Background: an optimization exercise with open tools, aiming at small area. Do not read the settings as production practice. Function was checked by simulation only, so behaviour that the tests miss may differ from the original. Power figures rest on the tool's default switching activity, not on a simulated workload.

**flow/run.sh**
```bash
#!/bin/bash
# synth_recipe.tcl (not shown) runs the flow's synth.tcl, then flattens the netlist and writes it again
# the make line also repeats each setting of config.mk as NAME=value (left out here)
make -C /OpenROAD-flow-scripts/flow DESIGN_CONFIG=/design/flow/config.mk WORK_HOME=/design/flow/orfs CLKGATE_MAP_FILE= SYNTH_SCRIPT=/design/flow/synth_recipe.tcl finish
```
**flow/config.mk**
```make
export PLATFORM = sky130hd
export DESIGN_NAME = heap_top
export DESIGN_NICKNAME = heap_top
export VERILOG_FILES = /design/flow/design.v
export SDC_FILE = /design/flow/constraint.sdc
export NUM_CORES = 4
export LEC_CHECK = 0
export CAP_MARGIN = 20
export CORE_MARGIN = 2
export CORE_UTILIZATION = 40
export SLEW_MARGIN = 20
```
**flow/constraint.sdc**
```tcl
create_clock -name core_clock -period 10.0 [get_ports {gc}]
set_input_delay 2.0000 -clock core_clock [delete_from_list [all_inputs] [get_ports {gc}]]
set_output_delay 2.0000 -clock core_clock [all_outputs]
set_load 0.01 [all_outputs]
```
**flow/design.v**
```verilog
package heap_pkg;
	localparam int heap_width = 24;         
	localparam int payload_width = 16;
	localparam int num_banks = 4;
	localparam int slots_per_bank = 8;
	localparam int bank_index_width = 2;
	localparam int slot_index_width = 3;
	localparam int max_block = 4;           
	localparam int size_width = 3;
	localparam int used_bit = 0;
	localparam int head_bit = 1;
	localparam int size_lsb = 2;            
	localparam int colour_lsb = 5;          
	localparam int refers_bit = 7;
	localparam int payload_lsb = 8;
	localparam int colour_width = 2;
	localparam logic [1:0] colour_white = 2'b00;
	localparam logic [1:0] colour_grey = 2'b01;
	localparam logic [1:0] colour_black = 2'b11;
	localparam int depth_of_graph = 10;     
	localparam int pass_width = 4;
	localparam int gc_threshold = 22;       
	localparam int freed_width = 6;
	localparam int state_width = 2;
	localparam logic [1:0] st_idle = 2'd0;
	localparam logic [1:0] st_grey = 2'd1;
	localparam logic [1:0] st_mark = 2'd2;
	localparam logic [1:0] st_sweep = 2'd3;
	typedef union packed
	{
		logic [payload_width-1:0] data_word;
		struct packed
		{
			logic [payload_width-slot_index_width-1:0] unused;
			logic [slot_index_width-1:0] target_slot;     
		} link;
	} heap_payload_u;
endpackage
`timescale 1ns/100ps
module heap_top
(
	input  logic gc,
	input  logic reset,
	input  logic alloc_valid,
	input  logic [heap_pkg::size_width-1:0] alloc_size,
	input  logic alloc_refers,
	input  heap_pkg::heap_payload_u alloc_payload,
	input  logic unroot_valid,
	input  logic [heap_pkg::bank_index_width-1:0] unroot_bank,
	input  logic [heap_pkg::slot_index_width-1:0] unroot_slot,
	input  logic rd_valid,
	input  logic [heap_pkg::bank_index_width-1:0] rd_bank,
	input  logic [heap_pkg::slot_index_width-1:0] rd_slot,
	input  logic gc_request,
	output logic alloc_done,
	output logic alloc_ok,
	output logic [heap_pkg::bank_index_width-1:0] alloc_bank,
	output logic [heap_pkg::slot_index_width-1:0] alloc_slot,
	output logic rd_done,
	output logic [heap_pkg::heap_width-1:0] rd_data,
	output logic gc_busy,
	output logic gc_done,
	output logic [heap_pkg::freed_width-1:0] freed_total
);
	logic [31:0] sh, sx, sr;
	logic [15:0] pay [32];
	logic [5:0] live;
	logic auto_fired;
	logic first;           
	logic chg;             
	logic sweeping;
	logic [1:0] scnt;      
	logic [4:0] rd_addr;
	logic rd_used;
	logic [31:0] freem, cand, first_fit, head_we, tail_we;
	logic fit_found;
	logic [4:0] fit_idx;
	logic accept;
	assign freem = ~(sh | sx);
	always_comb
	begin
		for (int i = 0; i < 32; i++)
		begin
			logic ok;
			ok = 1'b1;
			for (int k = 0; k < 4; k++)
				if (k < alloc_size)
				begin
					if ((i % 8) + k < 8)
						ok = ok & freem[i + k];
					else
						ok = 1'b0;
				end
			cand[i] = ok && alloc_size != 0 && alloc_size <= 4;
		end
	end
	always_comb
	begin
		fit_found = 1'b0;
		fit_idx = '0;
		first_fit = '0;
		for (int i = 0; i < 32; i++)
			if (!fit_found && cand[i])
			begin
				fit_found = 1'b1;
				fit_idx = i[4:0];
				first_fit[i] = 1'b1;
			end
	end
	assign accept = alloc_valid && !gc_busy && fit_found;
	always_comb
	begin
		for (int i = 0; i < 32; i++)
		begin
			head_we[i] = accept && first_fit[i];
			tail_we[i] = 1'b0;
			for (int k = 1; k < 4; k++)
				if ((i % 8) >= k && k < alloc_size && first_fit[i - k])
					tail_we[i] = accept;
		end
	end
	logic trigger, last, marking, sweep_end;
	logic [31:0] hit, newm, dead, unroot_sel;
	logic [3:0] pc8;
	logic [7:0] dead_b;
	assign trigger = !gc_busy && (gc_request || (live >= 6'd22 && !auto_fired));
	assign marking = gc_busy && !sweeping;
	assign last = marking && (first ? !(|sr) : !chg);
	assign sweep_end = sweeping && scnt == 2'd3;
	always_comb
	begin
		for (int i = 0; i < 32; i++)
		begin
			hit[i] = 1'b0;
			for (int j = (i / 8) * 8; j < (i / 8) * 8 + 8; j++)
				if (sr[j] && sx[j] && pay[j][2:0] == (i % 8))
					hit[i] = 1'b1;
			newm[i] = marking && sh[i] && !sr[i] && hit[i];
		end
	end
	always_comb
	begin
		logic alive;
		alive = 1'b0;
		for (int i = 0; i < 32; i++)
		begin
			if (i % 8 == 0)
				alive = 1'b0;
			if (sh[i] || sr[i])
				alive = sr[i];
			dead[i] = (sh[i] || sx[i] || sr[i]) && !alive;
		end
	end
	always_comb
	begin
		dead_b = dead[scnt * 8 +: 8];
		pc8 = '0;
		for (int k = 0; k < 8; k++)
			pc8 = pc8 + dead_b[k];
	end
	always_comb
		for (int i = 0; i < 32; i++)
			unroot_sel[i] = unroot_valid && !gc_busy && {unroot_bank, unroot_slot} == i[4:0];
	always_ff @(posedge gc)
	begin
		for (int i = 0; i < 32; i++)
		begin
			if (reset)
			begin
				sh[i] <= 1'b0;
				sx[i] <= 1'b0;
				sr[i] <= 1'b0;
			end
			else if (head_we[i])
			begin
				sh[i] <= 1'b1;
				sx[i] <= alloc_refers;
				sr[i] <= 1'b1;
			end
			else if (tail_we[i])
			begin
				sh[i] <= 1'b0;
				sx[i] <= 1'b1;
				sr[i] <= 1'b0;
			end
			else if (sweeping && scnt == i / 8)
			begin
				if (dead[i])
				begin
					sh[i] <= 1'b0;
					sx[i] <= 1'b0;
					sr[i] <= 1'b0;
				end
				else if (!sh[i] && sr[i])
				begin
					sh[i] <= 1'b1;
					sr[i] <= 1'b0;
				end
			end
			else if (newm[i])
			begin
				sh[i] <= 1'b0;
				sr[i] <= 1'b1;
			end
			else if (unroot_sel[i])
				sr[i] <= 1'b0;
		end
	end
	always_ff @(posedge gc)
		for (int i = 0; i < 32; i++)
			if (head_we[i])
				pay[i] <= alloc_payload;
	always_ff @(posedge gc)
	begin
		if (reset)
		begin
			alloc_done <= 1'b0;
			alloc_ok <= 1'b0;
			rd_done <= 1'b0;
			gc_busy <= 1'b0;
			gc_done <= 1'b0;
			first <= 1'b0;
			chg <= 1'b0;
			sweeping <= 1'b0;
			scnt <= '0;
			auto_fired <= 1'b0;
			live <= '0;
		end
		else
		begin
			alloc_done <= alloc_valid;
			alloc_ok <= accept;
			rd_done <= rd_valid;
			gc_done <= sweep_end;
			first <= trigger;
			chg <= |newm;
			if (trigger)
				gc_busy <= 1'b1;
			else if (sweep_end)
				gc_busy <= 1'b0;
			if (last)
				sweeping <= 1'b1;
			else if (sweep_end)
				sweeping <= 1'b0;
			scnt <= sweeping ? scnt + 2'd1 : 2'd0;
			if (live < 6'd22)
				auto_fired <= 1'b0;
			else if (trigger)
				auto_fired <= 1'b1;
			live <= live + (accept ? {3'b000, alloc_size} : 6'd0) - (gc_done ? freed_total : 6'd0);
		end
	end
	always_ff @(posedge gc)
	begin
		alloc_bank <= fit_idx[4:3];
		alloc_slot <= fit_idx[2:0];
		if (first)
			freed_total <= '0;
		else if (sweeping)
			freed_total <= freed_total + {2'b00, pc8};
		rd_addr <= {rd_bank, rd_slot};
		rd_used <= !freem[{rd_bank, rd_slot}];
	end
	logic [7:0] hb, xb;
	logic [2:0] rs;
	logic [2:0] own, endp;
	logic [2:0] size;
	logic rh;
	always_comb
	begin
		hb = sh[rd_addr[4:3] * 8 +: 8];
		xb = sx[rd_addr[4:3] * 8 +: 8];
		rs = rd_addr[2:0];
		rh = hb[rs];
		own = '0;
		for (int j = 0; j < 8; j++)
			if (j <= rs && hb[j])
				own = j[2:0];
		size = 3'd0;
		endp = 3'd7;
		for (int j = 7; j >= 1; j--)
			if (j > rs && (hb[j] || !xb[j]))
				endp = j[2:0] - 3'd1;
		size = endp - own + 3'd1;
		rd_data[0] = rd_used;
		rd_data[1] = rd_used && rh;
		rd_data[4:2] = rd_used ? size : 3'd0;
		rd_data[6:5] = 2'b00;
		rd_data[7] = rd_used && rh && xb[rs];
		rd_data[23:8] = rh ? pay[rd_addr] : 16'd0;
	end
endmodule
```
==> results of run 1 <==
## final timing paths
path / start / to / slack, ns / cells past startpoint
hold / removal: auto_fired$_SDFFE_PP0P_ / auto_fired$_SDFFE_PP0P_ / 0.52 / 2
setup reg to reg: sh[17]$_SDFFE_PP0P_ / freed_total[4]$_SDFFE_PP0P_ / 4.47 / 17
setup / recovery: alloc_size[1] / live[5]$_SDFF_PP0_ / 2.78 / 18
hold reg to reg: auto_fired$_SDFFE_PP0P_ / auto_fired$_SDFFE_PP0P_ / 0.52 / 2
## synthesized netlist by cell type (all sizes together) (87+ instances only)
| master | n | area share |
|---|---|---|
| nand2 | 178 | 0.021 |
| edfxtp | 512 | 0.49 |
| clkbuf | 119 | 0.014 |
| dfxtp | 130 | 0.083 |
| a22oi | 90 | 0.022 |
| nand3 | 115 | 0.019 |
| o22ai | 87 | 0.018 |
| a221oi | 87 | 0.024 |
| nor2 | 226 | 0.027 |
| a21oi | 132 | 0.021 |
| nor3 | 109 | 0.018 |
| o21ai | 109 | 0.017 |
## cells in the final DEF, fill, tap and decap left out, types with 21 or more instances in the layout
cell type | Yosys | final
nand3_1 | 113 | 113
a21oi_1 | 132 | 132
nor2_1 | 224 | 197
nor3_1 | 105 | 102
a22o_1 | 80 | 80
a22oi_1 | 90 | 90
ha_1 | 21 | 21
clkbuf_16 | 0 | 71
nand2b_1 | 68 | 68
mux4_2 | 34 | 34
nor2_2 | 2 | 26
a221oi_1 | 86 | 86
nand2_1 | 176 | 176
clkdlybuf4s50_1 | 0 | 61
a31oi_1 | 56 | 56
inv_1 | 83 | 82
o32ai_1 | 22 | 22
o22ai_1 | 86 | 86
dfxtp_1 | 130 | 130
buf_4 | 10 | 78
edfxtp_1 | 512 | 512
nand3b_1 | 37 | 37
nand4_1 | 56 | 56
o21ai_0 | 100 | 100
nor2b_1 | 23 | 22
nor4_1 | 59 | 57
## worst register-to-register path, delay by kind of cell, from the launching register on
family / cells / cell delay, ns
compound gates: 9 / 2.24
xor+xnor: 1 / 0.16
fa+ha+maj: 4 / 1.99
flops: 1 / 0.70
simple gates: 3 / 0.30
## power by group
group,switching [mW],total (mW),internal [mW]
logic,0.622,0.926,0.305
clock network,1.19,2.81,1.61
registers,0.0959,3.06,2.96
## final cells by class
class / instances / area, µm²
diodes: 7 / 17.5
clock buffers: 86 / 1850
clock inverters: 44 / 642
fillers: 7252 / 41500
inverters: 87 / 327
multi-input cells: 1914 / 12600
flip-flops and latches: 642 / 18000
well taps: 1040 / 1300
repair buffers: 154 / 1320
## stage by stage
stage / instances / hold WS, ns
after floorplan: 2796 / 0.464
after global placement: 3833 / 0.492
after detailed placement: 3835 / 0.508
after CTS: 3965 / 0.520
after global routing: 3967 / 0.555
final: 3974 / 0.519
## flip-flops by register name (all words and copies together), names as in the netlist
name / flops
pay: 512
sh: 32
sr: 32
sx: 32
freed_total: 6
live: 6
rd_addr: 5
alloc_slot: 3
alloc_bank: 2
scnt: 2
alloc_done: 1
alloc_ok: 1
auto_fired: 1
chg: 1
first: 1
gc_busy: 1
gc_done: 1
rd_done: 1
rd_used: 1
sweeping: 1
## per-layer routing
metal,part of all wire,GRT usage,vias up
met5,0.00016,0,-
met4,0.065,0.188,4
met3,0.12,0.0961,494
met2,0.43,0.547,2188
met1,0.39,0.489,14100
li1,-,-,11300
## logic make-up after synthesis
logic type / share of synthesized area
multiplexers: 0.0260
adder cells (fa/ha/maj): 0.0135
buffers and inverters: 0.0305
AND/OR/NAND/NOR: 0.164
flip-flops: 0.572
XOR/XNOR: 0.00335
AO/OA/AOI/OAI: 0.190
other: 0.000119
==> impl_metrics.py, run 1 <==
metrics = {
    "clock_tree": {
        "cts_resized": 0,
        "insertion_delay_ns": 0.67,
        "post_cts_buffers": 0,
        "cts-root-buf": "clkbuf_16",
        "clkSinkCount": 642,
        "hold_buffers": 0,
        "clk_pin_slew_ns": 0.07,
        "htreeDepth": 3,
        "clk_path_buf_depth": 3,
        "cts_tree": "done",
        "numCtsBuffers": 71,
    },
    "grt": {
        "grt_use_total": 0.366,
        "grt_pass1_wl_um": 210000,
        "antenna_found_initial": 10,
        "grt_max_degree": 82,
        "grt_pass1_vias": 26100,
        "grt_overflow": 0,
    },
    "floorplanning": {
        "dieArea_um2": 80800,
        "die_y_um": 284,
        "start_util": 0.405,
        "placementRows": 102,
        "coreArea_um2": 77600,
        "ioPinCount": 76,
        "chipWidth_um": 284,
    },
    "detailed_routing": {
        "wl_per_cell_um": 38.2,
        "num_vias": 28100,
        "viasPerCell": 7.08,
        "drt_iter0_markers": 4616,
        "first_pass_iters": 8,
        "ant_nets": 0,
        "remaining_drc_errors": 0,
        "routed_wl_um": 152000,
    },
    "place": {
        "placed_area_um2": 33600,
        "dp_hpwl_um": 106000,
        "port-buffer-count": 73,
        "gp_congestion": 1.03,
        "dp_slack_ns": 2.34,
    },
    "worst_setup_path": {
        "endpoint_kind": "register",
        "arrival_ns": 7.75,
        "path_cells": "clkdlybuf4s50_1 -> nor3b_2 -> nand3_1 -> a221oi_1 -> nor4_1 -> and4_1 -> nand3_2 -> buf_4 -> nand2_1 -> nor2_1 -> fa_1 -> ha_1 -> a21o_1 -> a21oi_1 -> o21bai_1 -> a21oi_1 -> xnor2_1 -> nor2_1",
        "crit_buf_inv": 2,
        "critPathTopFamily": "simple AND/OR/NAND/NOR gates",
        "cp-start-kind": "primary input",
        "cp_max_fo": 26,
        "path_class": "in -> reg",
        "slowest_delay_ns": 0.95,
        "cp_data_required_time_ns": 10.53,
        "cpMaxStageDelayCell": "nor3b_2",
    },
    "yosys": {
        "ys_warn_count": 8,
        "syn_area_per_cell_um2": 11.2,
        "async_flop_share": 0,
        "synth_flop_cell": "edfxtp_1",
        "netlist_instances": 2795,
        "yosysUniqueCellTypes": 89,
        "synth-seq-cells": 642,
        "synth_edf_count": 512,
        "syn-cell-area_um2": 31400,
        "seq_area_frac_synth": 0.572,
    },
    "status": {
        "status": "finished clean",
    },
    "timing": {
        "skew_ns": 0.0617,
        "setup_slack_ns": 2.78,
        "min_period_ns": 7.22,
        "rsz0062_at_grt": "no",
        "min_period_over_period": 0.722,
        "finalMaxSlewViolations": 0,
        "tightest_slew_ns": 1.24,
        "slew_headroom": 0.170,
        "fin_tns_setup_ns": 0,
        "hold_violations": 0,
        "final-setup-viol-count": 0,
        "max_freq_mhz": 139,
    },
    "job": {
        "cap_violations": 0,
    },
    "cells_and_area": {
        "fin_util": 0.465,
        "area_delta_synth_final_pct": 14.8,
        "finalInstanceArea_um2": 36100,
        "nets": 2935,
        "layout-drive-gt1-share": 0.112,
    },
    "pwr": {
        "power.density_nw_per_um2": 188,
        "leakage_nw": 11.6,
        "power_mw": 6.79,
        "peakVddDrop_v": 0.000176,
    },
    "min_path": {
        "hold_path.class": "reg -> reg",
    },
}
==> inputs of run 2 (changes only) <==
--- a/flow/design.v
+++ b/flow/design.v
@@ -139,15 +139,14 @@
 		end
 	end
-	always_comb
-	begin
-		logic alive;
-		alive = 1'b0;
+	logic [31:0] alive;
+	always_comb
+	begin
 		for (int i = 0; i < 32; i++)
 		begin
 			if (i % 8 == 0)
-				alive = 1'b0;
-			if (sh[i] || sr[i])
-				alive = sr[i];
-			dead[i] = (sh[i] || sx[i] || sr[i]) && !alive;
+				alive[i] = sr[i];
+			else
+				alive[i] = sr[i] || (!sh[i] && alive[i - 1]);
+			dead[i] = (sh[i] || sx[i]) && !alive[i];
 		end
 	end
@@ -186,15 +185,7 @@
 			else if (sweeping && scnt == i / 8)
 			begin
-				if (dead[i])
-				begin
-					sh[i] <= 1'b0;
-					sx[i] <= 1'b0;
-					sr[i] <= 1'b0;
-				end
-				else if (!sh[i] && sr[i])
-				begin
-					sh[i] <= 1'b1;
-					sr[i] <= 1'b0;
-				end
+				sh[i] <= sr[i];
+				sx[i] <= sx[i] && alive[i];
+				sr[i] <= sh[i] && sr[i];
 			end
 			else if (newm[i])
--- a/flow/config.mk
+++ b/flow/config.mk
@@ -9,3 +9,6 @@
 export CORE_MARGIN = 2
 export CORE_UTILIZATION = 40
+export CTS_BUF_LIST = sky130_fd_sc_hd__clkbuf_16
+export CTS_CLUSTER_DIAMETER = 100
+export CTS_CLUSTER_SIZE = 24
 export SLEW_MARGIN = 20
==> impl_metrics.py, run 2 <==
metrics = {
    "floorplanning": {
        "start_util": 0.405,
        "dieArea_um2": 80900,
        "chipWidth_um": 284,
        "ioPinCount": 76,
        "die_y_um": 284,
        "placementRows": 102,
        "coreArea_um2": 77700,
    },
    "cells_and_area": {
        "instances_no_fill": 3880,
        "top_register": "pay",
        "largest_reg_flops": 512,
        "nets": 2884,
        "final_common_cell": "edfxtp_1",
        "layout-drive-gt1-share": 0.0910,
        "layout_common_cells": "512 x edfxtp_1, 238 x nand2_1, 183 x nor2_1, 129 x dfxtp_1, 126 x a21oi_1",
        "area_delta_synth_final_pct": 9.94,
    },
    "worst_setup_path": {
        "endpoint_kind": "output port",
        "cp_max_fo": 28,
        "path_class": "reg -> out",
        "reg2regPathDepth": 17,
        "arrival_ns": 5.12,
        "cp_data_required_time_ns": 8.00,
        "r2r_slack_ns": 4.22,
        "cp-start-kind": "register",
    },
    "place": {
        "port-buffer-count": 73,
        "placed_cells": 3819,
        "dp_hpwl_um": 104000,
        "gp_congestion": 1.03,
    },
    "yosys": {
        "synth-seq-cells": 642,
        "seq_area_frac_synth": 0.571,
        "syn-cell-area_um2": 31500,
        "synth_common_cells": "512 x edfxtp_1, 238 x nand2_1, 202 x nor2_1, 130 x dfxtp_1, 126 x a21oi_1",
        "yosysUniqueCellTypes": 108,
        "netlist_instances": 2787,
        "async_flop_share": 0,
        "synth_edf_count": 512,
        "synthTopCellsByArea": "edfxtp_1 49%, dfxtp_1 8.3%, nand2_1 2.8%",
        "yosys.area.top_type": "edfxtp_1",
        "synth_flop_cell": "edfxtp_1",
        "ys_warn_count": 8,
        "synthDominantCellAreaShare": 0.489,
        "syn_area_per_cell_um2": 11.3,
        "yosysMostFrequentCell": "edfxtp_1",
    },
    "timing": {
        "max_freq_mhz": 141,
        "hold_violations": 0,
        "final-setup-viol-count": 0,
        "finalMaxSlewViolations": 0,
        "fin_tns_setup_ns": 0,
        "min_period_ns": 7.12,
        "skew_ns": 0.0315,
        "slew_headroom": 0.205,
        "rsz0062_at_grt": "no",
        "tightest_slew_ns": 1.18,
        "min_period_over_period": 0.712,
    },
    "detailed_routing": {
        "viasPerCell": 7.05,
        "routed_wl_um": 146000,
        "num_vias": 27400,
        "ant_nets": 0,
        "drt_iter0_markers": 4965,
        "wl_per_cell_um": 37.6,
        "first_pass_iters": 8,
        "remaining_drc_errors": 0,
    },
    "pwr": {
        "power_switching_mw": 1.70,
        "peakVddDrop_v": 0.000135,
        "leakage_nw": 11.0,
        "swShare": 0.297,
        "p_seq_frac": 0.537,
        "cell_internal_pwr_mw": 4.01,
        "power.density_nw_per_um2": 165,
        "power_mw": 5.71,
        "p_comb_frac": 0.167,
        "p_clk_frac": 0.295,
    },
    "clock_tree": {
        "clk_pin_slew_ns": 0.10,
        "clkSinkCount": 642,
        "cts-root-buf": "clkbuf_16",
        "numCtsBuffers": 37,
        "hold_buffers": 0,
        "insertion_delay_ns": 0.61,
        "cts_resized": 0,
        "htreeDepth": 2,
        "clk_path_buf_depth": 3,
        "post_cts_buffers": 0,
        "cts_tree": "done",
    },
    "grt": {
        "grt_pass1_wl_um": 202000,
        "antenna_found_initial": 10,
        "grt_use_total": 0.352,
        "grt_max_degree": 62,
        "grt_overflow": 0,
        "grt_pass1_vias": 25400,
    },
    "job": {
        "cap_violations": 0,
    },
    "min_path": {
        "hold_depth": 2,
        "hold_path.class": "reg -> reg",
    },
    "status": {
        "status": "finished clean",
    },
}
-- run 2: power groups by stage --
stage	registers, mW	clock network [mW]	logic (mW)
6_report	3.07	1.69	0.955
4_1_cts	3.06	1.70	0.926
3_5_place_dp	3.12	0	0.920
3_3_place_gp	3.12	0	0.924
5_1_grt	3.08	1.78	1.00
2_1_floorplan	3.07	0	0.546
-- run 2: path summary, 6_finish.rpt --
kind	startpoint	end
worst max register to register	sr[0]$_SDFFE_PP0P_	freed_total[4]$_SDFFE_PP0P_
worst min-delay path	auto_fired$_SDFFE_PP0P_	auto_fired$_SDFFE_PP0P_
worst min register to register	auto_fired$_SDFFE_PP0P_	auto_fired$_SDFFE_PP0P_
worst max-delay path	rd_addr[3]$_DFF_P_	rd_data[4]
-- run 2: cell type report --
class                      count  area, µm²
multi-input combinational   1909      12600
inverter                      74        278
clock buffer                  38        951
tap                         1040       1300
clock inverter                18        203
antenna                        4       10.0
timing repair buffer         155       1290
fill                        7246      43100
sequential                   642      18000
-- run 2: metal layers --
metal	track usage	wire, µm
met1	0.514	59800
met4	0.126	5900
met2	0.508	61400
met3	0.0848	18800
met5	0	79
-- run 2: kinds of logic (layout without fill, tap and decap cells) --
group	count (synthesis)	count (layout)	share of synthesized area
xor+xnor	12	12	0.00334
flops	642	642	0.571
compound gates	801	801	0.183
buf+inv	237	285	0.0317
simple gates	1001	1001	0.165
mux	64	64	0.0328
fa+ha+maj	29	29	0.0134
other cells	1	6	0.000119
-- run 2: stage by stage --
step | worst slack (ns) | util | instance area, µm² | hold slack, ns
floorplan | 4.03 | - | 31500 | 0.464
global placement | 2.71 | 0.431 | 33500 | 0.491
detailed placement | 2.72 | 0.431 | 33500 | 0.496
CTS | 2.93 | 0.445 | 34600 | 0.508
global route | 2.71 | 0.445 | 34600 | 0.518
finish | 2.88 | 0.445 | 34600 | 0.504
-- run 2: critical path, stage by stage, from the launching register on --
cell and delay [ns]:
dfxtp_4 0.84, buf_4 0.52, mux4_2 0.64, o21ai_0 0.29
nor2b_1 0.16, o21ai_0 0.10, ha_1 0.29, inv_1 0.04
ha_1 0.20, xnor2_1 0.17, xnor2_1 0.10, or3_1 0.39
and3_1 0.22, clkdlybuf4s50_1 0.48
==> inputs of run 3 (changes only) <==
--- a/flow/design.v
+++ b/flow/design.v
@@ -72,5 +72,4 @@
 	logic [1:0] scnt;      
 	logic [4:0] rd_addr;
-	logic rd_used;
 	logic [31:0] freem, cand, first_fit, head_we, tail_we;
 	logic fit_found;
@@ -165,35 +164,9 @@
 		for (int i = 0; i < 32; i++)
 		begin
-			if (reset)
-			begin
-				sh[i] <= 1'b0;
-				sx[i] <= 1'b0;
-				sr[i] <= 1'b0;
-			end
-			else if (head_we[i])
-			begin
-				sh[i] <= 1'b1;
-				sx[i] <= alloc_refers;
-				sr[i] <= 1'b1;
-			end
-			else if (tail_we[i])
-			begin
-				sh[i] <= 1'b0;
-				sx[i] <= 1'b1;
-				sr[i] <= 1'b0;
-			end
-			else if (sweeping && scnt == i / 8)
-			begin
-				sh[i] <= sr[i];
-				sx[i] <= sx[i] && alive[i];
-				sr[i] <= sh[i] && sr[i];
-			end
-			else if (newm[i])
-			begin
-				sh[i] <= 1'b0;
-				sr[i] <= 1'b1;
-			end
-			else if (unroot_sel[i])
-				sr[i] <= 1'b0;
+			logic sw;
+			sw = sweeping && scnt == i / 8;
+			sh[i] <= !reset && (head_we[i] || (sw ? sr[i] : (sh[i] && !newm[i])));
+			sr[i] <= !reset && (head_we[i] || newm[i] || (sw ? (sh[i] && sr[i]) : (sr[i] && !unroot_sel[i])));
+			sx[i] <= !reset && (head_we[i] ? alloc_refers : (tail_we[i] || (sw ? (sx[i] && alive[i]) : sx[i])));
 		end
 	end
@@ -251,5 +224,4 @@
 			freed_total <= freed_total + {2'b00, pc8};
 		rd_addr <= {rd_bank, rd_slot};
-		rd_used <= !freem[{rd_bank, rd_slot}];
 	end
 	logic [7:0] hb, xb;
@@ -257,5 +229,12 @@
 	logic [2:0] own, endp;
 	logic [2:0] size;
-	logic rh;
+	logic rh, rused;
+	logic [15:0] rp;
+	always_comb
+	begin
+		rp = '0;
+		for (int i = 0; i < 32; i++)
+			rp = rp | ({16{rd_addr == i}} & pay[i]);
+	end
 	always_comb
 	begin
@@ -268,5 +247,4 @@
 			if (j <= rs && hb[j])
 				own = j[2:0];
-		size = 3'd0;
 		endp = 3'd7;
 		for (int j = 7; j >= 1; j--)
@@ -274,10 +252,11 @@
 				endp = j[2:0] - 3'd1;
 		size = endp - own + 3'd1;
-		rd_data[0] = rd_used;
-		rd_data[1] = rd_used && rh;
-		rd_data[4:2] = rd_used ? size : 3'd0;
+		rused = (rh || xb[rs]) && !(alloc_ok && alloc_bank == rd_addr[4:3] && alloc_slot == own);
+		rd_data[0] = rused;
+		rd_data[1] = rused && rh;
+		rd_data[4:2] = rused ? size : 3'd0;
 		rd_data[6:5] = 2'b00;
-		rd_data[7] = rd_used && rh && xb[rs];
-		rd_data[23:8] = rh ? pay[rd_addr] : 16'd0;
+		rd_data[7] = rused && rh && xb[rs];
+		rd_data[23:8] = rh ? rp : 16'd0;
 	end
 endmodule
==> impl_metrics.py, run 3 <==
metrics = {
    "status": {
        "status": "finished clean",
    },
    "yosys": {
        "synth_edf_count": 512,
        "synth-seq-cells": 641,
        "netlist_instances": 2664,
        "seq_area_frac_synth": 0.585,
        "yosysUniqueCellTypes": 98,
        "syn_area_per_cell_um2": 11.5,
        "synthTopCellsByArea": "edfxtp_1 50%, dfxtp_1 8.4%, a22oi_1 3.2%",
        "yosys.area.top_type": "edfxtp_1",
        "synthDominantCellAreaShare": 0.500,
        "syn-cell-area_um2": 30700,
        "ys_warn_count": 8,
        "synth_common_cells": "512 x edfxtp_1, 178 x nor2_1, 152 x nand2_1, 129 x a22oi_1, 129 x dfxtp_1",
        "yosysMostFrequentCell": "edfxtp_1",
        "synth_flop_cell": "edfxtp_1",
        "async_flop_share": 0,
    },
    "clock_tree": {
        "numCtsBuffers": 36,
        "clk_path_buf_depth": 3,
        "htreeDepth": 2,
        "cts-root-buf": "clkbuf_16",
        "cts_tree": "done",
        "cts_resized": 0,
        "hold_buffers": 0,
        "clkSinkCount": 641,
        "post_cts_buffers": 0,
        "insertion_delay_ns": 0.61,
        "clk_pin_slew_ns": 0.10,
    },
    "worst_setup_path": {
        "cpMaxStageDelayCell": "nor3b_2",
        "critPathLaunch": "alloc_size[0]",
        "slowest_delay_ns": 1.02,
        "reg2regPathDepth": 12,
        "r2r_end": "pay[0][5]$_DFFE_PP_",
        "critPathCapture": "pay[28][12]$_DFFE_PP_",
        "r2r_slack_ns": 4.83,
        "cp_common_cell": "buf_4",
        "r2r_start": "sh[5]$_DFF_P_",
        "cp_data_required_time_ns": 10.21,
        "endpoint_kind": "register",
        "cp-start-kind": "primary input",
        "path_class": "in -> reg",
        "path_cells": "clkdlybuf4s50_1 -> nor3b_2 -> nand4_1 -> a21oi_1 -> nand2b_2 -> or3_1 -> nor4bb_4 -> buf_4 -> a21oi_4 -> buf_4 -> nand3_1 -> inv_1",
        "arrival_ns": 7.68,
        "cp_max_fo": 41,
    },
    "floorplanning": {
        "chipWidth_um": 281,
        "dieArea_um2": 79000,
        "coreArea_um2": 75900,
        "start_util": 0.404,
        "ioPinCount": 76,
        "die_y_um": 281,
        "placementRows": 101,
    },
    "cells_and_area": {
        "area_delta_synth_final_pct": 10.5,
        "top_register": "pay",
        "fill_cells": 7017,
        "fin_util": 0.447,
        "nets": 2770,
        "layout_common_cells": "512 x edfxtp_1, 157 x nor2_1, 152 x nand2_1, 129 x a22oi_1, 129 x dfxtp_1",
        "instances_no_fill": 3763,
        "multi_input_area_um2": 11900,
        "final_common_cell": "edfxtp_1",
        "finalInstanceArea_um2": 34000,
        "layout-drive-gt1-share": 0.0978,
        "seqCellArea_um2": 18000,
        "largest_reg_flops": 512,
    },
    "pwr": {
        "peakVddDrop_v": 0.000167,
        "leakage_nw": 10.8,
        "power.density_nw_per_um2": 164,
    },
    "detailed_routing": {
        "remaining_drc_errors": 0,
        "first_pass_iters": 8,
        "viasPerCell": 7.03,
        "routed_wl_um": 140000,
        "wl_per_cell_um": 37.2,
        "drt_iter0_markers": 4310,
        "ant_nets": 0,
        "num_vias": 26500,
    },
    "grt": {
        "grt_overflow": 0,
        "antenna_found_initial": 5,
        "grt_max_degree": 59,
        "grt_pass1_wl_um": 195000,
        "grt_use_total": 0.349,
        "grt_pass1_vias": 25200,
    },
    "job": {
        "cap_violations": 0,
    },
    "timing": {
        "min_period_ns": 7.46,
        "skew_ns": 0.0437,
        "max_freq_mhz": 134,
        "min_period_over_period": 0.746,
        "fin_hold_ws_ns": 0.519,
        "hold_violations": 0,
        "final-setup-viol-count": 0,
        "rsz0062_at_grt": "no",
        "tightest_slew_ns": 1.15,
        "fin_tns_setup_ns": 0,
        "finalMaxSlewViolations": 0,
        "slew_headroom": 0.231,
    },
    "place": {
        "placed_cells": 3697,
        "port-buffer-count": 73,
        "placed_area_um2": 32900,
        "gp_congestion": 1.05,
        "dp_hpwl_um": 98700,
    },
    "min_path": {
        "hold_path.class": "reg -> reg",
    },
}
-- run 3: changes by cell type in the layout (fill, tap and decap cells not counted), sizes merged, moves of 14 or more --
cell / before / now
nand2: 241 / 153
a22oi: 66 / 129
inv: 81 / 120
a21oi: 126 / 94
o21ai: 104 / 72
nor2: 206 / 179
mux2i: 31 / 8
o221ai: 13 / 36
a31oi: 43 / 63
nor3: 76 / 92
a221oi: 96 / 81
nand2b: 60 / 74
-- run 3: cell families (layout without fill, tap and decap cells) --
logic type | after synthesis | after routing | share of synthesized area
compound gates | 798 | 798 | 0.191
mux | 30 | 30 | 0.0187
xor+xnor | 17 | 17 | 0.00485
buf+inv | 252 | 317 | 0.0331
other cells | 1 | 5 | 0.000122
flops | 641 | 641 | 0.585
fa+ha+maj | 31 | 31 | 0.0144
simple gates | 894 | 894 | 0.153
-- run 3: worst max-delay path: cells and delay by family --
| family | cells | cell delay [ns] |
|---|---|---|
| and+or+nand+nor | 6 | 2.37 |
| AOI/OAI and AO/OA | 2 | 0.67 |
| buffers and inverters | 4 | 2.60 |
-- run 3: final cells by class --
type,instances,share of cell area
clock inverters,27,0.00645
well taps,1030,0.0379
multi-input cells,1772,0.351
flip-flops and latches,641,0.529
diodes,3,0.000221
clock buffers,36,0.0265
inverters,99,0.0109
repair buffers,155,0.0381
-- run 3: metrics by stage --
step           total power, mW  setup WS [ns]
2_1_floorplan             3.57           3.97
3_3_place_gp              3.97           2.11
3_5_place_dp              3.97           2.16
4_1_cts                   5.57           2.79
5_1_grt                   5.74           2.44
6_report                  5.57           2.54
-- run 3: worst min path at each step --
stage                                   to               startpoint  cells past startpoint
2_1_floorplan  freed_total[0]$_SDFFE_PP0P_         first$_SDFF_PP0_                      1
4_1_cts            auto_fired$_SDFFE_PP0P_  auto_fired$_SDFFE_PP0P_                      2
3_5_place_dp       auto_fired$_SDFFE_PP0P_  auto_fired$_SDFFE_PP0P_                      2
6_report           auto_fired$_SDFFE_PP0P_  auto_fired$_SDFFE_PP0P_                      2
5_1_grt            auto_fired$_SDFFE_PP0P_  auto_fired$_SDFFE_PP0P_                      2
3_3_place_gp       auto_fired$_SDFFE_PP0P_  auto_fired$_SDFFE_PP0P_                      2
-- run 3: per-layer routing --
metal / wire [µm] / vias up / global-route usage
li1: - / 10700 / -
met5: 26 / - / 0
met3: 15900 / 421 / 0.0802
met1: 53600 / 13300 / 0.460
met4: 8490 / 4 / 0.175
met2: 62000 / 2040 / 0.539
-- run 3: where the power goes --
group / internal, mW / total [mW] / switching (mW)
Clock: 0.694 / 1.64 / 0.944
Combinational: 0.288 / 0.889 / 0.602
Sequential: 2.95 / 3.05 / 0.0926
Total: 3.93 / 5.57 / 1.64
==> inputs of run 4 (changes only) <==
==> flow/flow/run.sh (new file) <==
#!/bin/bash
# Standard ORFS layout, with two changes:
#  - synthesis maps logic with an area-oriented ABC script (flow/area.abc) instead of
#    ORFS's speed script; everything else in synthesis is synth_recipe.tcl unchanged,
#    so the registers are exactly the standard synthesis's.
#  - the port buffers are sky130_fd_sc_hd__buf_1.
# Each step's log is under orfs/logs; make's own output goes to flow_make.log.
set -euo pipefail
W=$(pwd)
cat > "$W/area_synth.tcl" <<EOT
proc abc {args} {
  set i [lsearch -exact \$args -script]
  if {\$i >= 0} {
    set args [lreplace \$args \$i [expr {\$i + 1}] -script $W/flow/area.abc]
  }
  yosys abc {*}\$args
}
source $W/synth_recipe.tcl
EOT
sed -e "s#SYNTH_SCRIPT=[^ ]*#SYNTH_SCRIPT=$W/area_synth.tcl 'BUFFER_PORTS_ARGS=-buffer_cell sky130_fd_sc_hd__buf_1'#" "$W/standard.sh" > "$W/area_standard.sh"
bash "$W/area_standard.sh" > "$W/flow_make.log" 2>&1
==> flow/flow/area.abc (new file) <==
strash
&get -n
&fraig -x
&put
scorr
dc2
dretime
strash
&get -n
&dch -f
&nf
&put
==> flow/standard.sh (new file) <==
#!/bin/bash
# synth_recipe.tcl (not shown) runs the flow's synth.tcl, then flattens the netlist and writes it again
# the make line also repeats each setting of config.mk as NAME=value (left out here)
make -C /OpenROAD-flow-scripts/flow DESIGN_CONFIG=/design/flow/config.mk WORK_HOME=/design/flow/orfs CLKGATE_MAP_FILE= SYNTH_SCRIPT=/design/flow/synth_recipe.tcl "${@:-finish}"
removed: flow/run.sh
==> impl_metrics.py, run 4 <==
metrics = {
    "detailed_routing": {
        "viasPerCell": 6.87,
        "wl_per_cell_um": 34.3,
        "ant_nets": 0,
        "num_vias": 25200,
        "routed_wl_um": 126000,
        "drt_iter0_markers": 4402,
        "first_pass_iters": 10,
        "remaining_drc_errors": 0,
    },
    "timing": {
        "finalMaxSlewViolations": 0,
        "max_freq_mhz": 106,
        "min_period_over_period": 0.947,
        "hold_violations": 0,
        "skew_ns": 0.0300,
        "fin_hold_ws_ns": 0.478,
        "tightest_slew_ns": 1.19,
        "fin_tns_setup_ns": 0,
        "min_period_ns": 9.47,
        "rsz0062_at_grt": "no",
        "final-setup-viol-count": 0,
        "slew_headroom": 0.207,
    },
    "job": {
        "cap_violations": 0,
    },
    "place": {
        "dp_hpwl_um": 89300,
        "port-buffer-count": 73,
        "placed_area_um2": 31500,
        "gp_congestion": 1.05,
    },
    "yosys": {
        "synth-seq-cells": 641,
        "syn_area_per_cell_um2": 11.7,
        "synth_flop_cell": "edfxtp_1",
        "yosysMostFrequentCell": "edfxtp_1",
        "ys_warn_count": 8,
        "seq_area_frac_synth": 0.614,
        "syn-cell-area_um2": 29200,
        "async_flop_share": 0,
        "synth_edf_count": 512,
        "yosys.area.top_type": "edfxtp_1",
        "yosysUniqueCellTypes": 67,
        "synthDominantCellAreaShare": 0.526,
        "synth_common_cells": "512 x edfxtp_1, 225 x nor2_1, 190 x nand2_1, 129 x dfxtp_1, 120 x o21ai_0",
        "netlist_instances": 2495,
        "synthTopCellsByArea": "edfxtp_1 53%, dfxtp_1 8.8%, a222oi_1 3.5%",
    },
    "floorplanning": {
        "dieArea_um2": 75300,
        "chipWidth_um": 274,
        "placementRows": 99,
        "ioPinCount": 76,
        "die_y_um": 274,
        "start_util": 0.402,
        "coreArea_um2": 72700,
    },
    "pwr": {
        "power_switching_mw": 1.84,
        "p_clk_frac": 0.270,
        "power.density_nw_per_um2": 181,
        "peakVddDrop_v": 0.000160,
        "leakage_nw": 10.2,
        "p_comb_frac": 0.193,
        "swShare": 0.312,
        "cell_internal_pwr_mw": 4.05,
        "p_seq_frac": 0.537,
    },
    "clock_tree": {
        "insertion_delay_ns": 0.60,
        "cts_resized": 0,
        "clk_pin_slew_ns": 0.10,
        "htreeDepth": 2,
        "cts-root-buf": "clkbuf_16",
        "hold_buffers": 0,
        "cts_tree": "done",
        "clkSinkCount": 641,
        "post_cts_buffers": 0,
        "numCtsBuffers": 35,
        "clk_path_buf_depth": 3,
    },
    "cells_and_area": {
        "layout-drive-gt1-share": 0.0643,
        "final_common_cell": "edfxtp_1",
        "nets": 2756,
        "multi_input_area_um2": 11000,
        "top_register": "pay",
        "fill_cells": 6673,
        "layout_common_cells": "512 x edfxtp_1, 223 x nor2_1, 189 x nand2_1, 127 x dfxtp_1, 119 x nand3_1",
        "seqCellArea_um2": 18000,
        "largest_reg_flops": 512,
        "num_antenna_cells": 0,
        "area_delta_synth_final_pct": 11.3,
        "finalInstanceArea_um2": 32500,
    },
    "worst_setup_path": {
        "cp-start-kind": "primary input",
        "arrival_ns": 9.97,
        "path_class": "in -> reg",
        "r2r_slack_ns": 1.91,
        "slowest_delay_ns": 0.85,
        "path_cells": "buf_1 -> o21ai_0 -> o21ai_1 -> buf_4 -> nor3_1 -> nor4_1 -> nand4b_1 -> nor4_1 -> nor4bb_1 -> nand4_1 -> nor4_1 -> nor4bb_1 -> buf_4 -> nand4_1 -> nor4b_1 -> nand4_1 -> buf_4 -> o21ai_0 -> or2_0 -> clkinv_1 -> a221oi_1",
        "cp_max_fo": 27,
        "endpoint_kind": "register",
        "cpMaxStageDelayCell": "clkinv_1",
        "cp_data_required_time_ns": 10.50,
    },
    "grt": {
        "antenna_found_initial": 1,
        "grt_pass1_wl_um": 177000,
        "grt_pass1_vias": 23400,
        "grt_max_degree": 63,
        "grt_overflow": 0,
        "grt_use_total": 0.329,
    },
    "status": {
        "status": "finished clean",
    },
    "min_path": {
        "hold_path.class": "reg -> reg",
    },
}
==> run 4: cell count changes after synthesis, sizes merged, moves of 31 or more <==
| cell | previous run | this run |
|---|---|---|
| nor2 | 179 | 225 |
| buf | 34 | 3 |
| clkbuf | 119 | 0 |
| a22o | 71 | 9 |
| o221ai | 36 | 2 |
| nand2 | 153 | 190 |
| a22oi | 129 | 71 |
| o22ai | 90 | 56 |
| o211ai | 14 | 66 |
| clkinv | 2 | 98 |
| o21ai | 72 | 120 |
| a222oi | 1 | 103 |
| inv | 97 | 0 |
| a221oi | 81 | 39 |
==> run 4: cells by family after synthesis <==
logic type,Yosys count,synth area share
XOR/XNOR,11,0.00329
AO/OA/AOI/OAI,748,0.183
flip-flops,641,0.614
buffers and inverters,101,0.0133
multiplexers,20,0.0118
adder cells (fa/ha/maj),29,0.0145
other,1,0.000128
AND/OR/NAND/NOR,944,0.160
==> run 4: layer usage <==
| metal | up-vias | global-route usage | routed length, µm |
|---|---|---|---|
| met5 | - | 0 | 0 |
| li1 | 10600 | - | - |
| met2 | 1734 | 0.529 | 58300 |
| met4 | 0 | 0.187 | 8340 |
| met1 | 12500 | 0.421 | 46600 |
| met3 | 329 | 0.0545 | 12400 |
==> run 4: final cells by class <==
type | count | share of cell area
repair buffers | 161 | 0.0289
well taps | 959 | 0.0369
clock buffers | 36 | 0.0277
flip-flops and latches | 641 | 0.552
multi-input cells | 1754 | 0.339
inverters | 98 | 0.0113
clock inverters | 14 | 0.00435
==> run 4: stage by stage <==
step / util / total power [mW] / std cells / worst slack, ns
after floorplan: - / 3.80 / 2496 / 0.189
after CTS: 0.447 / 5.87 / 3663 / 0.667
final: 0.448 / 5.89 / 3663 / 0.532
after detailed placement: 0.433 / 4.32 / 3613 / 0.0592
after global placement: 0.433 / 4.31 / 3613 / 0.310
after global routing: 0.448 / 6.10 / 3663 / 0.00787
==> run 4: power groups by stage <==
| stage | clock network (mW) | registers, mW | logic (mW) |
|---|---|---|---|
| finish | 1.59 | 3.16 | 1.14 |
| global route | 1.69 | 3.17 | 1.24 |
| CTS | 1.61 | 3.15 | 1.11 |
| detailed placement | 0 | 3.21 | 1.11 |
| global placement | 0 | 3.21 | 1.10 |
| floorplan | 0 | 3.15 | 0.658 |
==> run 4: worst paths after layout <==
path | from | end | depth (start not counted)
worst max register to register | sh[2]$_DFF_P_ | sx[29]$_DFF_P_ | 20
worst max-delay path | alloc_size[0] | sx[29]$_DFF_P_ | 21
worst min register to register | auto_fired$_SDFFE_PP0P_ | auto_fired$_SDFFE_PP0P_ | 2
worst min-delay path | auto_fired$_SDFFE_PP0P_ | auto_fired$_SDFFE_PP0P_ | 2
==> run 4: worst max-delay path: cells and delay by family <==
kind	cells	cell delay, ns
and+or+nand+nor	12	4.40
buffers and inverters	5	2.06
AOI/OAI and AO/OA	4	1.47
==> inputs of run 5 (changes only) <==
--- a/flow/design.v
+++ b/flow/design.v
@@ -94,16 +94,34 @@
 		end
 	end
-	always_comb
-	begin
-		fit_found = 1'b0;
+	logic [3:0] bank_any, bank_first;
+	logic [31:0] local_first;
+	always_comb
+	begin
+		for (int b = 0; b < 4; b++)
+		begin
+			bank_any[b] = |cand[b * 8 +: 8];
+			for (int s = 0; s < 8; s++)
+			begin
+				local_first[b * 8 + s] = cand[b * 8 + s];
+				for (int k = 0; k < s; k++)
+					if (cand[b * 8 + k])
+						local_first[b * 8 + s] = 1'b0;
+			end
+		end
+		for (int b = 0; b < 4; b++)
+		begin
+			bank_first[b] = bank_any[b];
+			for (int k = 0; k < b; k++)
+				if (bank_any[k])
+					bank_first[b] = 1'b0;
+		end
+		fit_found = |bank_any;
 		fit_idx = '0;
-		first_fit = '0;
-		for (int i = 0; i < 32; i++)
-			if (!fit_found && cand[i])
-			begin
-				fit_found = 1'b1;
-				fit_idx = i[4:0];
-				first_fit[i] = 1'b1;
-			end
+		for (int i = 0; i < 32; i++)
+		begin
+			first_fit[i] = bank_first[i / 8] && local_first[i];
+			if (first_fit[i])
+				fit_idx = fit_idx | i[4:0];
+		end
 	end
 	assign accept = alloc_valid && !gc_busy && fit_found;
==> flow/flow/run.sh (replaced) <==
#!/bin/bash
# Standard ORFS layout, with these changes:
#  - synthesis maps logic with an area-oriented ABC script (flow/area.abc) instead of
#    ORFS's speed script; everything else in synthesis is synth_recipe.tcl unchanged,
#    so the registers are exactly the standard synthesis's.
#  - the port buffers are sky130_fd_sc_hd__buf_1.
#  - clock tree synthesis inserts no dummy loads.
# Each step's log is under orfs/logs; make's own output goes to flow_make.log.
set -euo pipefail
W=$(pwd)
cat > "$W/area_synth.tcl" <<EOT
proc abc {args} {
  set i [lsearch -exact \$args -script]
  if {\$i >= 0} {
    set args [lreplace \$args \$i [expr {\$i + 1}] -script $W/flow/area.abc]
  }
  yosys abc {*}\$args
}
source $W/synth_recipe.tcl
EOT
sed -e "s#SYNTH_SCRIPT=[^ ]*#SYNTH_SCRIPT=$W/area_synth.tcl 'BUFFER_PORTS_ARGS=-buffer_cell sky130_fd_sc_hd__buf_1' 'CTS_ARGS=-sink_clustering_enable -repair_clock_nets -sink_clustering_size 24 -sink_clustering_max_diameter 100 -buf_list sky130_fd_sc_hd__clkbuf_16 -dont_use_dummy_load'#" "$W/standard.sh" > "$W/area_standard.sh"
bash "$W/area_standard.sh" > "$W/flow_make.log" 2>&1
==> flow/flow/area.abc (replaced) <==
strash
&get -n
&fraig -x
&put
scorr
dc2
dretime
strash
&get -n
&syn2
&dch
&nf -R 1000
&put
--- a/flow/config.mk
+++ b/flow/config.mk
@@ -8,5 +8,5 @@
 export CAP_MARGIN = 20
 export CORE_MARGIN = 2
-export CORE_UTILIZATION = 40
+export CORE_UTILIZATION = 60
 export CTS_BUF_LIST = sky130_fd_sc_hd__clkbuf_16
 export CTS_CLUSTER_DIAMETER = 100
==> impl_metrics.py, run 5 <==
metrics = {
    "worst_setup_path": {
        "reg2regPathDepth": 24,
        "slowest_delay_ns": 0.65,
        "path_class": "in -> reg",
        "cpMaxStageDelayCell": "or2_0",
        "cp_data_required_time_ns": 10.41,
        "cp_common_cell": "nand2_1",
        "crit_buf_inv": 3,
        "arrival_ns": 8.54,
        "cp.depth": 26,
        "cp_max_fo": 33,
        "r2r_end": "freed_total[4]$_SDFFE_PP0P_",
        "r2r_slack_ns": 4.13,
        "critPathTopFamily": "simple AND/OR/NAND/NOR gates",
        "critPathLaunch": "alloc_size[2]",
        "r2r_start": "sh[25]$_DFF_P_",
        "endpoint_kind": "register",
        "cp-start-kind": "primary input",
    },
    "yosys": {
        "syn-cell-area_um2": 29000,
        "synth_mux_area_frac": 0.0131,
        "synth-xor-area-share": 0.00422,
        "syn_area_per_cell_um2": 11.8,
        "synthTopCellsByArea": "edfxtp_1 53%, dfxtp_1 8.9%, a222oi_1 3.4%",
        "synth_top_family_by_area": "simple AND/OR/NAND/NOR gates",
        "ys_warn_count": 8,
        "synth-seq-cells": 641,
        "synth_flop_cell": "edfxtp_1",
        "yosys.area.top_type": "edfxtp_1",
        "yosysMostFrequentCell": "edfxtp_1",
        "yosysUniqueCellTypes": 65,
        "synth_common_cells": "512 x edfxtp_1, 258 x nor2_1, 240 x nand2_1, 134 x nand3_1, 129 x dfxtp_1",
        "seq_area_frac_synth": 0.619,
        "synth_edf_count": 512,
        "netlist_instances": 2452,
        "synthDominantCellAreaShare": 0.530,
        "synthAdderAreaFrac": 0.0146,
        "synth_simple_gate_area_share": 0.173,
        "async_flop_share": 0,
        "synth_compound_area_frac": 0.165,
    },
    "clock_tree": {
        "numCtsBuffers": 35,
        "cts-root-buf": "clkbuf_16",
        "htreeDepth": 2,
        "clkSinkCount": 641,
        "clk_path_buf_depth": 3,
        "cts_tree": "done",
        "post_cts_buffers": 0,
        "cts_resized": 0,
        "hold_buffers": 0,
        "clk_pin_slew_ns": 0.08,
        "insertion_delay_ns": 0.62,
    },
    "cells_and_area": {
        "nets": 2689,
        "layout_common_cells": "512 x edfxtp_1, 240 x nand2_1, 234 x nor2_1, 134 x nand3_1, 129 x dfxtp_1",
        "final_common_cell": "edfxtp_1",
        "area_delta_synth_final_pct": 8.77,
        "finalInstanceArea_um2": 31600,
        "top_register": "pay",
        "layout-drive-gt1-share": 0.0584,
        "largest_reg_flops": 512,
    },
    "floorplanning": {
        "placementRows": 80,
        "die_y_um": 224,
        "dieArea_um2": 50200,
        "coreArea_um2": 47700,
        "start_util": 0.608,
        "ioPinCount": 76,
        "chipWidth_um": 224,
    },
    "detailed_routing": {
        "drt_iter0_markers": 6090,
        "ant_nets": 0,
        "first_pass_iters": 10,
        "wl_per_cell_um": 39.0,
        "viasPerCell": 8.13,
        "num_vias": 26300,
        "routed_wl_um": 126000,
        "remaining_drc_errors": 0,
    },
    "place": {
        "dp_slack_ns": 1.40,
        "port-buffer-count": 73,
        "placed_area_um2": 30600,
        "dp_hpwl_um": 86000,
        "gp_congestion": 1.11,
    },
    "pwr": {
        "leakage_nw": 9.84,
        "power.density_nw_per_um2": 172,
        "power_mw": 5.44,
        "p_comb_frac": 0.165,
        "cell_internal_pwr_mw": 3.87,
        "p_seq_frac": 0.567,
        "peakVddDrop_v": 0.000175,
        "swShare": 0.288,
        "p_clk_frac": 0.268,
        "power_switching_mw": 1.57,
    },
    "timing": {
        "max_freq_mhz": 123,
        "min_period_over_period": 0.813,
        "setup_slack_ns": 1.87,
        "tightest_slew_ns": 1.35,
        "skew_ns": 0.110,
        "final-setup-viol-count": 0,
        "fin_hold_ws_ns": 0.522,
        "fin_tns_setup_ns": 0,
        "min_period_ns": 8.13,
        "finalMaxSlewViolations": 0,
        "hold_violations": 0,
        "rsz0062_at_grt": "no",
        "slew_headroom": 0.103,
    },
    "grt": {
        "grt_pass1_wl_um": 176000,
        "grt_overflow": 0,
        "antenna_found_initial": 9,
        "grt_pass1_vias": 24500,
        "grt_max_degree": 84,
        "grt_use_total": 0.502,
    },
    "job": {
        "cap_violations": 0,
    },
    "min_path": {
        "hold_depth": 2,
        "hp-start": "auto_fired$_SDFFE_PP0P_",
        "hold_path.class": "reg -> reg",
        "holdPathEnd": "auto_fired$_SDFFE_PP0P_",
    },
    "status": {
        "status": "finished clean",
    },
}
## run 5: cell count changes after synthesis, sizes merged, moves of 20 or more
| cell | previous run | this run |
|---|---|---|
| a21oi | 107 | 78 |
| o22ai | 56 | 19 |
| o211ai | 66 | 17 |
| o31ai | 30 | 6 |
| o21ai | 120 | 78 |
| o221ai | 2 | 34 |
| a22o | 9 | 29 |
| a31oi | 51 | 74 |
| nand2 | 190 | 240 |
| nor2 | 225 | 258 |
## run 5: layout make-up
cell class | instances | area, µm²
inverters | 80 | 300
clock buffers | 35 | 876
multi-input cells | 1729 | 10900
flip-flops and latches | 641 | 18000
fillers | 3458 | 16200
diodes | 2 | 5.00
well taps | 615 | 769
repair buffers | 137 | 807
## run 5: kinds of logic after synthesis
group	count (synthesis)
compound gates	642
buf+inv	83
flops	641
other cells	1
fa+ha+maj	29
simple gates	1024
mux	18
xor+xnor	14
## run 5: power groups by stage
stage               Clock [mW]  Sequential, mW  Combinational (mW)
finish                    1.46            3.09               0.897
floorplan                    0            3.10               0.475
CTS                       1.43            3.08               0.838
global route              1.51            3.09               0.935
global placement             0            3.13               0.818
detailed placement           0            3.13               0.831
## run 5: metal layers
| layer | wire length [µm] | global-route usage |
|---|---|---|
| met5 | 108 | 0.00880 |
| met4 | 14400 | 0.434 |
| met3 | 20000 | 0.187 |
| met2 | 53200 | 0.735 |
| met1 | 38700 | 0.581 |
## run 5: per-stage QoR
stage               instances   util
CTS                      3234  0.659
global route             3237  0.661
floorplan                2453      -
finish                   3239  0.661
global placement         3199  0.641
detailed placement       3199  0.641
## run 5: worst min-delay path, delay by kind of cell (launching register included)
kind          cells  cell delay (ns)
simple gates      2             0.16
flops             1             0.32
## run 5: worst max path at each step
stage,endpoint
2_1_floorplan,live[5]$_SDFF_PP0_
3_3_place_gp,live[5]$_SDFF_PP0_
3_5_place_dp,live[5]$_SDFF_PP0_
4_1_cts,live[5]$_SDFF_PP0_
5_1_grt,live[5]$_SDFF_PP0_
6_report,live[5]$_SDFF_PP0_
==> inputs of run 6 (changes only) <==
--- a/flow/config.mk
+++ b/flow/config.mk
@@ -8,5 +8,5 @@
 export CAP_MARGIN = 20
 export CORE_MARGIN = 2
-export CORE_UTILIZATION = 60
+export CORE_UTILIZATION = 65
 export CTS_BUF_LIST = sky130_fd_sc_hd__clkbuf_16
 export CTS_CLUSTER_DIAMETER = 100
==> impl_metrics.py, run 6 <==
metrics = {
    "detailed_routing": {
        "routed_wl_um": 129000,
        "remaining_drc_errors": 0,
        "viasPerCell": 8.47,
        "ant_nets": 0,
        "drt_iter0_markers": 6871,
        "first_pass_iters": 10,
        "wl_per_cell_um": 40.2,
        "num_vias": 27200,
    },
    "timing": {
        "skew_ns": 0.0757,
        "tightest_slew_ns": 1.38,
        "max_freq_mhz": 134,
        "fin_hold_ws_ns": 0.525,
        "final-setup-viol-count": 0,
        "min_period_ns": 7.44,
        "slew_headroom": 0.0794,
        "min_period_over_period": 0.744,
        "hold_violations": 0,
        "finalMaxSlewViolations": 0,
        "rsz0062_at_grt": "no",
        "fin_tns_setup_ns": 0,
    },
    "yosys": {
        "ys_warn_count": 8,
        "yosysUniqueCellTypes": 65,
        "syn-cell-area_um2": 29000,
        "synthDominantCellAreaShare": 0.530,
        "netlist_instances": 2452,
        "seq_area_frac_synth": 0.619,
        "synth_common_cells": "512 x edfxtp_1, 258 x nor2_1, 240 x nand2_1, 134 x nand3_1, 129 x dfxtp_1",
        "syn_area_per_cell_um2": 11.8,
        "yosysMostFrequentCell": "edfxtp_1",
        "synth_edf_count": 512,
        "synthTopCellsByArea": "edfxtp_1 53%, dfxtp_1 8.9%, a222oi_1 3.4%",
        "async_flop_share": 0,
        "synth_mux_area_frac": 0.0131,
        "synth_top_family_by_area": "simple AND/OR/NAND/NOR gates",
        "synth_compound_area_frac": 0.165,
        "synth_simple_gate_area_share": 0.173,
        "synthAdderAreaFrac": 0.0146,
        "synth_flop_cell": "edfxtp_1",
        "synth-xor-area-share": 0.00422,
        "synth-seq-cells": 641,
        "yosys.area.top_type": "edfxtp_1",
    },
    "worst_setup_path": {
        "path_class": "in -> reg",
        "endpoint_kind": "register",
        "critPathCapture": "sx[18]$_DFF_P_",
        "cp-start-kind": "primary input",
        "r2r_start": "sh[25]$_DFF_P_",
        "reg2regPathDepth": 24,
        "arrival_ns": 7.93,
        "r2r_end": "freed_total[4]$_SDFFE_PP0P_",
        "cp_max_fo": 18,
        "critPathLaunch": "alloc_size[2]",
        "r2r_slack_ns": 3.98,
        "cp_data_required_time_ns": 10.50,
    },
    "clock_tree": {
        "clk_path_buf_depth": 3,
        "numCtsBuffers": 31,
        "hold_buffers": 0,
        "cts_resized": 0,
        "cts-root-buf": "clkbuf_16",
        "clkSinkCount": 641,
        "clk_pin_slew_ns": 0.10,
        "htreeDepth": 1,
        "cts_tree": "done",
        "insertion_delay_ns": 0.65,
        "post_cts_buffers": 0,
    },
    "floorplanning": {
        "chipWidth_um": 215,
        "placementRows": 77,
        "start_util": 0.658,
        "die_y_um": 215,
        "coreArea_um2": 44100,
        "dieArea_um2": 46400,
        "ioPinCount": 76,
    },
    "grt": {
        "grt_pass1_wl_um": 182000,
        "grt_max_degree": 67,
        "grt_pass1_vias": 25400,
        "antenna_found_initial": 8,
        "grt_overflow": 0,
        "grt_use_total": 0.553,
    },
    "cells_and_area": {
        "area_delta_synth_final_pct": 8.07,
        "nets": 2679,
        "instances_no_fill": 3208,
        "layout-drive-gt1-share": 0.0555,
        "top_register": "pay",
        "final_common_cell": "edfxtp_1",
        "layout_common_cells": "512 x edfxtp_1, 240 x nand2_1, 238 x nor2_1, 134 x nand3_1, 129 x dfxtp_1",
        "largest_reg_flops": 512,
    },
    "place": {
        "dp_hpwl_um": 84600,
        "placed_cells": 3168,
        "gp_congestion": 1.15,
        "port-buffer-count": 73,
    },
    "job": {
        "cap_violations": 0,
    },
    "pwr": {
        "power_switching_mw": 1.57,
        "peakVddDrop_v": 0.000218,
        "power.density_nw_per_um2": 171,
        "p_comb_frac": 0.168,
        "p_seq_frac": 0.576,
        "leakage_nw": 9.76,
        "swShare": 0.293,
        "cell_internal_pwr_mw": 3.79,
        "p_clk_frac": 0.256,
    },
    "status": {
        "status": "finished clean",
    },
    "min_path": {
        "hold_path.class": "reg -> reg",
    },
}
-- run 6: cell counts after synthesis --
No cell type changed its count.
-- run 6: metal layers --
layer | up-vias | global-route usage | share of wire
li1 | 10300 | - | -
met1 | 12300 | 0.620 | 0.28
met2 | 3513 | 0.786 | 0.41
met3 | 1074 | 0.248 | 0.18
met4 | 10 | 0.511 | 0.13
met5 | - | 0.00938 | 0.00090
-- run 6: critical path: stages --
cell	delay (ns)
buf_1	0.63
o21ai_0	0.42
and2_0	0.48
nand2_1	0.15
nand2_1	0.06
o2111ai_1	0.23
nand2b_1	0.18
nor2b_1	0.17
nor2b_1	0.19
nand3_1	0.14
nor3_1	0.48
nand2_1	0.13
or2_0	0.24
nand3b_1	0.32
or2_0	0.28
clkinv_1	1.01
a21oi_1	0.43
o21ai_0	0.14
a21oi_1	0.14
nor3_1	0.09
-- run 6: cell type report --
| type | count | area (µm²) |
|---|---|---|
| diodes | 4 | 10.0 |
| clock buffers | 31 | 776 |
| fillers | 3034 | 12700 |
| inverters | 80 | 300 |
| multi-input cells | 1729 | 10900 |
| flip-flops and latches | 641 | 18000 |
| well taps | 592 | 741 |
| repair buffers | 131 | 723 |
-- run 6: logic make-up after synthesis --
family / after synthesis
AND/OR/NAND/NOR: 1024
AO/OA/AOI/OAI: 642
flip-flops: 641
buffers and inverters: 83
adder cells (fa/ha/maj): 29
multiplexers: 18
XOR/XNOR: 14
other: 1
-- run 6: how the worst min path moves through the flow --
stage / from / endpoint / slack [ns] / cells after the start
2_1_floorplan: first$_SDFF_PP0_ / freed_total[0]$_SDFFE_PP0P_ / 0.47 / 1
3_3_place_gp: auto_fired$_SDFFE_PP0P_ / auto_fired$_SDFFE_PP0P_ / 0.49 / 2
3_5_place_dp: auto_fired$_SDFFE_PP0P_ / auto_fired$_SDFFE_PP0P_ / 0.51 / 2
4_1_cts: auto_fired$_SDFFE_PP0P_ / auto_fired$_SDFFE_PP0P_ / 0.52 / 2
5_1_grt: sx[16]$_DFF_P_ / sx[16]$_DFF_P_ / 0.57 / 2
6_report: auto_fired$_SDFFE_PP0P_ / auto_fired$_SDFFE_PP0P_ / 0.52 / 2
-- run 6: through the flow --
stage / util / setup slack (ns) / instance area [µm²] / total power [mW]
floorplan: - / 2.80 / 29000 / 3.58
finish: 0.711 / 2.56 / 31400 / 5.37
global route: 0.711 / 2.18 / 31400 / 5.45
global placement: 0.692 / 2.15 / 30500 / 3.94
CTS: 0.709 / 2.75 / 31300 / 5.25
detailed placement: 0.692 / 2.11 / 30500 / 3.96
-- run 6: power by group through the flow --
stage,logic (mW),registers [mW],clock network (mW)
4_1_cts,0.833,3.08,1.34
2_1_floorplan,0.475,3.10,0
5_1_grt,0.943,3.09,1.42
3_5_place_dp,0.827,3.14,0
6_report,0.904,3.09,1.37
3_3_place_gp,0.809,3.13,0

re-timing with driven ports:
In the flow no input, the clock included, has a driving cell. The finished layouts below were timed again as built, in two steps. Step 1 (the two cells are an assumption about what drives the block):
set clk [get_ports {gc}]
set_driving_cell -lib_cell sky130_fd_sc_hd__clkbuf_16 $clk
set_driving_cell -lib_cell sky130_fd_sc_hd__buf_2 [delete_from_list [all_inputs] $clk]
Step 2, shift: input delay + t, output delay - t, t = (earliest + latest rising clock arrival at the registers) / 2. This alone moves slack from input paths to output paths. Three values: ideal ports, drivers, drivers and shift; two values: the first two.
run	t (ns)	slack for setup (ns)	worst setup path after step 2	slew at the worst register clock pin (ns)
run 1	0.708	2.782 / 2.823 / 2.115	input to register	0.07 / 0.07
run 2	0.665	2.884 / 2.815 / 2.525	input to register	0.10 / 0.10
run 3	0.656	2.538 / 2.576 / 1.920	input to register	0.11 / 0.11
run 4	0.654	0.532 / 0.569 / -0.085	input to register	0.11 / 0.11
run 5	0.626	1.874 / 1.914 / 1.288	input to register	0.10 / 0.10
run 6	0.680	2.563 / 2.594 / 1.913	input to register	0.10 / 0.10
With both steps, setup timing fails in run 4, where it was met with ideal ports. For run 1, which loses most, drivers alone change the setup slack by +0.041 ns; drivers and shift together by -0.667 ns.
